From an optimization exercise on the open Yosys and OpenROAD flow, aimed at small area, a short achievable clock period and few clock cycles per item; shortcuts taken in it are not production practice. Only simulation tests tie the RTL to the original design; equivalence was not proved.

### run.sh
#!/bin/bash
# synth_recipe.tcl (not shown) runs the flow's synth.tcl, then flattens the netlist and writes it again
# the make line also repeats each setting of config.mk as NAME=value (left out here)
make -C /OpenROAD-flow-scripts/flow DESIGN_CONFIG=/design/flow/config.mk WORK_HOME=/design/flow/orfs CLKGATE_MAP_FILE= SYNTH_SCRIPT=/design/flow/synth_recipe.tcl finish
### config.mk
export PLATFORM = sky130hd
export DESIGN_NAME = link_force_sequencer
export DESIGN_NICKNAME = link_force_sequencer
export VERILOG_FILES = /design/flow/design.v
export SDC_FILE = /design/flow/constraint.sdc
export NUM_CORES = 4
export LEC_CHECK = 0
export CAP_MARGIN = 20
export CORE_MARGIN = 2
export CORE_UTILIZATION = 40
export SLEW_MARGIN = 20
### constraint.sdc
create_clock -name core_clock -period 8.0 [get_ports {clk}]
set_input_delay 1.6000 -clock core_clock [delete_from_list [all_inputs] [get_ports {clk}]]
set_output_delay 1.6000 -clock core_clock [all_outputs]
set_load 0.01 [all_outputs]
### design.v
package mi_pipeline_pkg;
  localparam int SIZE       = 27;
  localparam int ADDR_WIDTH = 4;
  localparam int LINK_WIDTH = 4;
  localparam int K_WIDTH    = 18;
  localparam int FRAC       = 16;
endpackage
module link_table #(
  parameter int LINK_WIDTH = 4,
  parameter int ADDR_WIDTH = 4,
  parameter int K_WIDTH    = 18
) (
  input  logic                      clk,
  input  logic                      rst_n,
  input  logic                      we,
  input  logic [LINK_WIDTH-1:0]     waddr,
  input  logic [ADDR_WIDTH-1:0]     wmass_a,
  input  logic [ADDR_WIDTH-1:0]     wmass_b,
  input  logic signed [K_WIDTH-1:0] wk,
  input  logic [LINK_WIDTH-1:0]     raddr,
  output logic [ADDR_WIDTH-1:0]     rmass_a,
  output logic [ADDR_WIDTH-1:0]     rmass_b,
  output logic signed [K_WIDTH-1:0] rk
);
  localparam int DEPTH = 1 << LINK_WIDTH;
  localparam int W     = 2 * ADDR_WIDTH + K_WIDTH;
  logic [DEPTH-1:0] vld;
  logic [W-1:0]     mem [DEPTH];
  logic [W-1:0]     rd;
  always_ff @(posedge clk or negedge rst_n) begin
    if (!rst_n)
      vld <= '0;
    else if (we)
      vld[waddr] <= 1'b1;
  end
  always_ff @(posedge clk) begin
    if (we)
      mem[waddr] <= {wmass_a, wmass_b, wk};
  end
  assign rd = vld[raddr] ? mem[raddr] : '0;
  assign {rmass_a, rmass_b, rk} = rd;
endmodule
module link_force_sequencer #(
  parameter int SIZE       = mi_pipeline_pkg::SIZE,
  parameter int ADDR_WIDTH = mi_pipeline_pkg::ADDR_WIDTH,
  parameter int LINK_WIDTH = mi_pipeline_pkg::LINK_WIDTH,
  parameter int K_WIDTH    = mi_pipeline_pkg::K_WIDTH,
  parameter int FRAC       = mi_pipeline_pkg::FRAC
) (
  input  logic                      clk,
  input  logic                      rst_n,
  input  logic                      start,
  input  logic [LINK_WIDTH:0]       n_links,
  input  logic                      cfg_we,
  input  logic [LINK_WIDTH-1:0]     cfg_addr,
  input  logic [ADDR_WIDTH-1:0]     cfg_mass_a,
  input  logic [ADDR_WIDTH-1:0]     cfg_mass_b,
  input  logic signed [K_WIDTH-1:0] cfg_k,
  output logic [ADDR_WIDTH-1:0]     r_addr_q1,
  output logic [ADDR_WIDTH-1:0]     r_addr_q2,
  input  logic signed [SIZE-1:0]    q1,
  input  logic signed [SIZE-1:0]    q2,
  output logic                      out_valid,
  input  logic                      out_ready,
  output logic [ADDR_WIDTH-1:0]     out_mass_a,
  output logic [ADDR_WIDTH-1:0]     out_mass_b,
  output logic signed [SIZE-1:0]    out_force,
  output logic                      busy,
  output logic                      done
);
  localparam int PW = SIZE + 1 + K_WIDTH;
  logic                  active;    
  logic                  zdone;     
  logic                  iss;       
  logic [LINK_WIDTH-1:0] idx;       
  logic [LINK_WIDTH-1:0] ntx;       
  logic [LINK_WIDTH-1:0] last;      
  logic                  stall;
  logic                  xfer;
  logic                  issue;
  logic                  fin;
  logic                  start_go;
  logic        [ADDR_WIDTH-1:0] t_a;
  logic        [ADDR_WIDTH-1:0] t_b;
  logic signed [K_WIDTH-1:0]    t_k;
  logic                         s1_valid;
  logic signed [SIZE:0]         s1_diff;
  logic signed [K_WIDTH-1:0]    s1_k;
  logic        [ADDR_WIDTH-1:0] s1_a;
  logic        [ADDR_WIDTH-1:0] s1_b;
  logic signed [PW-1:0]   prod;
  logic signed [SIZE-1:0] force_d;
  assign stall    = out_valid & ~out_ready;
  assign xfer     = out_valid & out_ready;
  assign fin      = xfer & (ntx == last);
  assign done     = fin | zdone;
  assign busy     = active & ~fin;
  assign start_go = start & ~active & (n_links != '0);
  assign issue    = start_go | iss;
  link_table #(
    .LINK_WIDTH (LINK_WIDTH),
    .ADDR_WIDTH (ADDR_WIDTH),
    .K_WIDTH    (K_WIDTH)
  ) u_table (
    .clk     (clk),
    .rst_n   (rst_n),
    .we      (cfg_we & ~active),
    .waddr   (cfg_addr),
    .wmass_a (cfg_mass_a),
    .wmass_b (cfg_mass_b),
    .wk      (cfg_k),
    .raddr   (idx),
    .rmass_a (t_a),
    .rmass_b (t_b),
    .rk      (t_k)
  );
  assign r_addr_q1 = t_a;
  assign r_addr_q2 = t_b;
  always_ff @(posedge clk or negedge rst_n) begin
    if (!rst_n) begin
      active   <= 1'b0;
      zdone    <= 1'b0;
      iss      <= 1'b0;
      idx      <= '0;
      ntx      <= '0;
      last     <= '0;
      s1_valid <= 1'b0;
    end else begin
      zdone <= start & ~active & (n_links == '0);
      if (start_go) begin
        active <= 1'b1;
        last   <= LINK_WIDTH'(n_links - 1'b1);
      end else if (fin) begin
        active <= 1'b0;
      end
      if (fin) begin
        ntx <= '0;
        idx <= '0;
        iss <= 1'b0;
      end else if (stall) begin
        idx      <= ntx + 1'b1;
        iss      <= (ntx != last);
        s1_valid <= 1'b0;
      end else begin
        if (xfer)
          ntx <= ntx + 1'b1;
        s1_valid <= issue;
        if (issue) begin
          idx <= idx + 1'b1;
          iss <= start_go ? (n_links > 5'd1) : (idx != last);
        end
      end
    end
  end
  always_ff @(posedge clk) begin
    s1_diff <= {q2[SIZE-1], q2} - {q1[SIZE-1], q1};
    s1_k    <= t_k;
    s1_a    <= t_a;
    s1_b    <= t_b;
  end
  assign prod = PW'(s1_diff) * PW'(s1_k);
  always_comb begin
    if (prod[PW-1:SIZE+FRAC-1] != '0 && prod[PW-1:SIZE+FRAC-1] != '1)
      force_d = prod[PW-1] ? {1'b1, {(SIZE-1){1'b0}}} : {1'b0, {(SIZE-1){1'b1}}};
    else
      force_d = prod[SIZE+FRAC-1:FRAC];
  end
  always_ff @(posedge clk or negedge rst_n) begin
    if (!rst_n)
      out_valid <= 1'b0;
    else if (!stall)
      out_valid <= s1_valid & ~fin;
  end
  always_ff @(posedge clk) begin
    if (!stall) begin
      out_mass_a <= s1_a;
      out_mass_b <= s1_b;
      out_force  <= force_d;
    end
  end
endmodule
==> key figures <==
Synth
  – Synth cell types: 66
  – Top-count cell post-synth: inv_1
  – Top cells by area, synth: edfxtp_1, fa_1, mux4_2, inv_1, ha_1
  – Synth top cells by count: inv_1, fa_1, edfxtp_1, nand2_1, and2_1
  – Net Count, Synth: 3887
  – Share of Yosys cell area claimed by the top area cell type: 34.7%
  – Most area-hungry cell type in the Yosys netlist: edfxtp_1
  – Synthesized area per cell: 12.3 sq um
  – Seq cells post-synth: 538
  – Seq/Total Area, Yosys: 39.6%
  – Post-Syn Area: 39000 sq um
  – Ys async rst share: 6.13%
  – Dominant synthesized flop cell: edfxtp_1
  – Post-synth EDFFs: 451
  – Post-Syn Instances: 3159
  – Yosys warning total: 2

Placement
  – Post-DP HPWL: 68.8 mm
  – GP Congestion: 0.856
  – Dpl ws: 0.0615 ns
  – DP Cell Count: 4527
  – Number of port buffers: 139
  – Dpl cell area: 42300 sq um

Worst setup path
  – Slowest cell on crit path: dfxtp_1
  – Slowest Stage Delay on Critical Path: 0.73 ns
  – R2R cell count: 20
  – RR Endpoint: out_force[24]$_DFFE_PN_
  – Worst reg2reg setup slack: 0.35 ns
  – Critical path cell sequence: clkinvlp_4, buf_4, nor2_1, fa_1, fa_1, fa_1, fa_1, fa_1, inv_1, fa_1, inv_1, ha_1, nand2_1, or4_1, nor4_2, nor2_1, o41ai_1, xnor2_1, a21bo_2, a21o_1
  – CP Capture Type: register
  – CP max FO: 26
  – WP data arrival: 7.99 ns
  – Worst setup SP type: register
  – Kind of critical path: register to register
  – Reg2Reg Launch Point: s1_k[17]$_SDFF_PN0_
  – Cell mode on critical path: fa_1
  – CP required: 8.34 ns

Clock network
  – Clock-pin slew on the worst setup and hold paths: 0.06 ns
  – Clock H-tree levels: 2
  – Clk buf depth: 3
  – Num Clock Sinks: 538
  – CTS buffer count: 51
  – # hold bufs at CTS: 0
  – CTS root buf: clkbuf_16
  – CTS tree: built
  – Clk Latency, worst-skew pair: 0.61 ns

Min path
  – Worst hold endpoint: out_mass_a[0]$_DFFE_PN_
  – Worst min-delay path startpoint: s1_a[0]$_DFF_P_
  – Hold Path Class: register to register
  – Hold depth: 0

Floorplanning
  – Total die area: 100000 sq um
  – Chip width: 316 microns
  – I/O Pins: 140
  – Site Rows: 114
  – Die height: 316 microns
  – Initial core utilization: 40.3%
  – Core area: 96700 sq um

Run
  – Max Cap Violations: 0

Routing
  – Routed wire per std cell: 20.6 microns
  – 1st-pass router iterations: 5
  – Final wirelength: 95.4 mm
  – Antenna Nets Post-Route: 0
  – Drt first-iter violations: 1722
  – Routed via count: 23.8k
  – DR vias/cell: 5.14
  – Residual DRC: 0

Timing
  – Relative slew slack: 20.3%
  – Final Cycle Share: 95.6%
  – Max-slew violations: 0
  – RSZ-0062 raised after global routing: false
  – Max frequency: 131 MHz
  – Final setup violation count: 0
  – Min Clock Period, post-route: 7.65 ns
  – Worst-Margin Slew: 1.19 ns
  – Worst setup margin: 0.353 ns
  – Hold_ws: 0.405 ns
  – Clock skew: 0.0269 ns
  – Fin. Hold Viols: 0
  – Setup TNS: 0 ns

Layout
  – Post-route design area: 44100 sq um
  – Final cell count without fillers: 4627
  – Synthesis-to-finish area growth: 13.0%
  – Final net count: 4034
  – Layout cells sized above 1: 10.7%
  – Final Util: 45.6%

GRT
  – Grt ovf: 0
  – Largest net degree at the start of global routing: 65
  – Number of global-route vias before repair: 25.2k
  – GRT Util Overall: 19.8%
  – Initial antenna violation count: 3
  – First-pass GRT wire length: 149 mm

Status
  – Status: timing/DRC/antenna clean
[registers in the layout, indices dropped and copies added, names as in the netlist]
name and flops:
active 1, idx 4, iss 1, last 4
ntx 4, out_force 27, out_mass_a 4, out_mass_b 4
out_valid 1, s1_a 4, s1_b 4, s1_diff 28
s1_k 18, s1_valid 1, u_table.mem 416, u_table.vld 16
zdone 1
[kinds of logic after synthesis]
logic type,share of synthesized area [%]
mux,7.90
buf+inv,7.43
flops,39.6
xor+xnor,1.80
fa+ha+maj,29.7
simple gates,9.21
compound gates,4.31
[layout by cell type, fill, tap and decap left out, types with 78 or more instances in the layout]
cell type	count
ha_1	145
fa_1	489
edfxtp_1	451
mux4_2	134
and2_1	187
nand2_1	353
clkdlybuf4s50_1	139
nor2_1	78
inv_1	612
buf_4	102
[layer usage]
metal  track usage (%)  up-vias  share of wire (%)
met4              4.78        2                2.4
met2              33.0      690                 49
met3              3.73      116                7.0
li1                  -    10556                  -
met5                 0        -              0.014
met1              26.9    12398                 42
[worst max-delay path by stage]
stage | endpoint | depth (start not counted) | startpoint
2_1_floorplan | out_force[21]$_DFFE_PN_ | 24 | s1_k[3]$_SDFF_PN0_
6_report | out_force[24]$_DFFE_PN_ | 20 | s1_k[17]$_SDFF_PN0_
3_5_place_dp | out_force[20]$_DFFE_PN_ | 21 | s1_k[17]$_SDFF_PN0_
5_1_grt | out_force[24]$_DFFE_PN_ | 22 | s1_k[3]$_SDFF_PN0_
4_1_cts | out_force[20]$_DFFE_PN_ | 21 | s1_k[17]$_SDFF_PN0_
3_3_place_gp | out_force[21]$_DFFE_PN_ | 19 | s1_k[17]$_SDFF_PN0_
[layout make-up]
class	instances	area, sq um
diodes	2	5.00
inverters	613	2300
multi-input cells	1859	20800
flip-flops and latches	538	15500
clock buffers	67	1390
well taps	1276	1600
fillers	8828	52600
repair buffers	243	2190
clock inverters	29	333
[timing repair]
item | in CTS | in global routing
setup buffers | 0 | 2
resized for setup | 0 | 3
setup endpoints to repair | 0 | 26
[critical path: cells and delay by family (launching register included)]
family | cells | cell delay (ns)
flops | 1 | 0.73
buf+inv | 4 | 0.51
xor+xnor | 1 | 0.33
fa+ha+maj | 7 | 3.26
simple gates | 5 | 1.53
compound gates | 3 | 1.02
Testbench counts, summed over its fixed seeds: cycles 5,925, items 5,157.

-- what the ideal ports hide --
Ports are ideal in the flow. The routed layout listed here was re-timed in OpenROAD.
Step 1 (the two cells are an assumption about what drives the block):
set clk [get_ports {clk}]
set_driving_cell -lib_cell sky130_fd_sc_hd__clkbuf_16 $clk
set_driving_cell -lib_cell sky130_fd_sc_hd__buf_2 [delete_from_list [all_inputs] $clk]
Step 2 adds t to the input delays and takes it off the output delays; t is the mean of the earliest and latest rising clock arrival at the registers after step 1. Input paths then give back, and output paths get back, about the clock's delay inside the block.
Three values: no drivers, after step 1, after step 2; two values: the first two.
t (ns): 0.651
setup slack, ns: 0.353 / 0.353 / 0.353
worst setup path after step 2: register to register
worst register clock-pin slew, ns: 0.07 / 0.07
After both steps this run still meets setup and hold. The setup slack of this run moves by 0.000 ns with the drivers and by 0.000 ns with both steps.
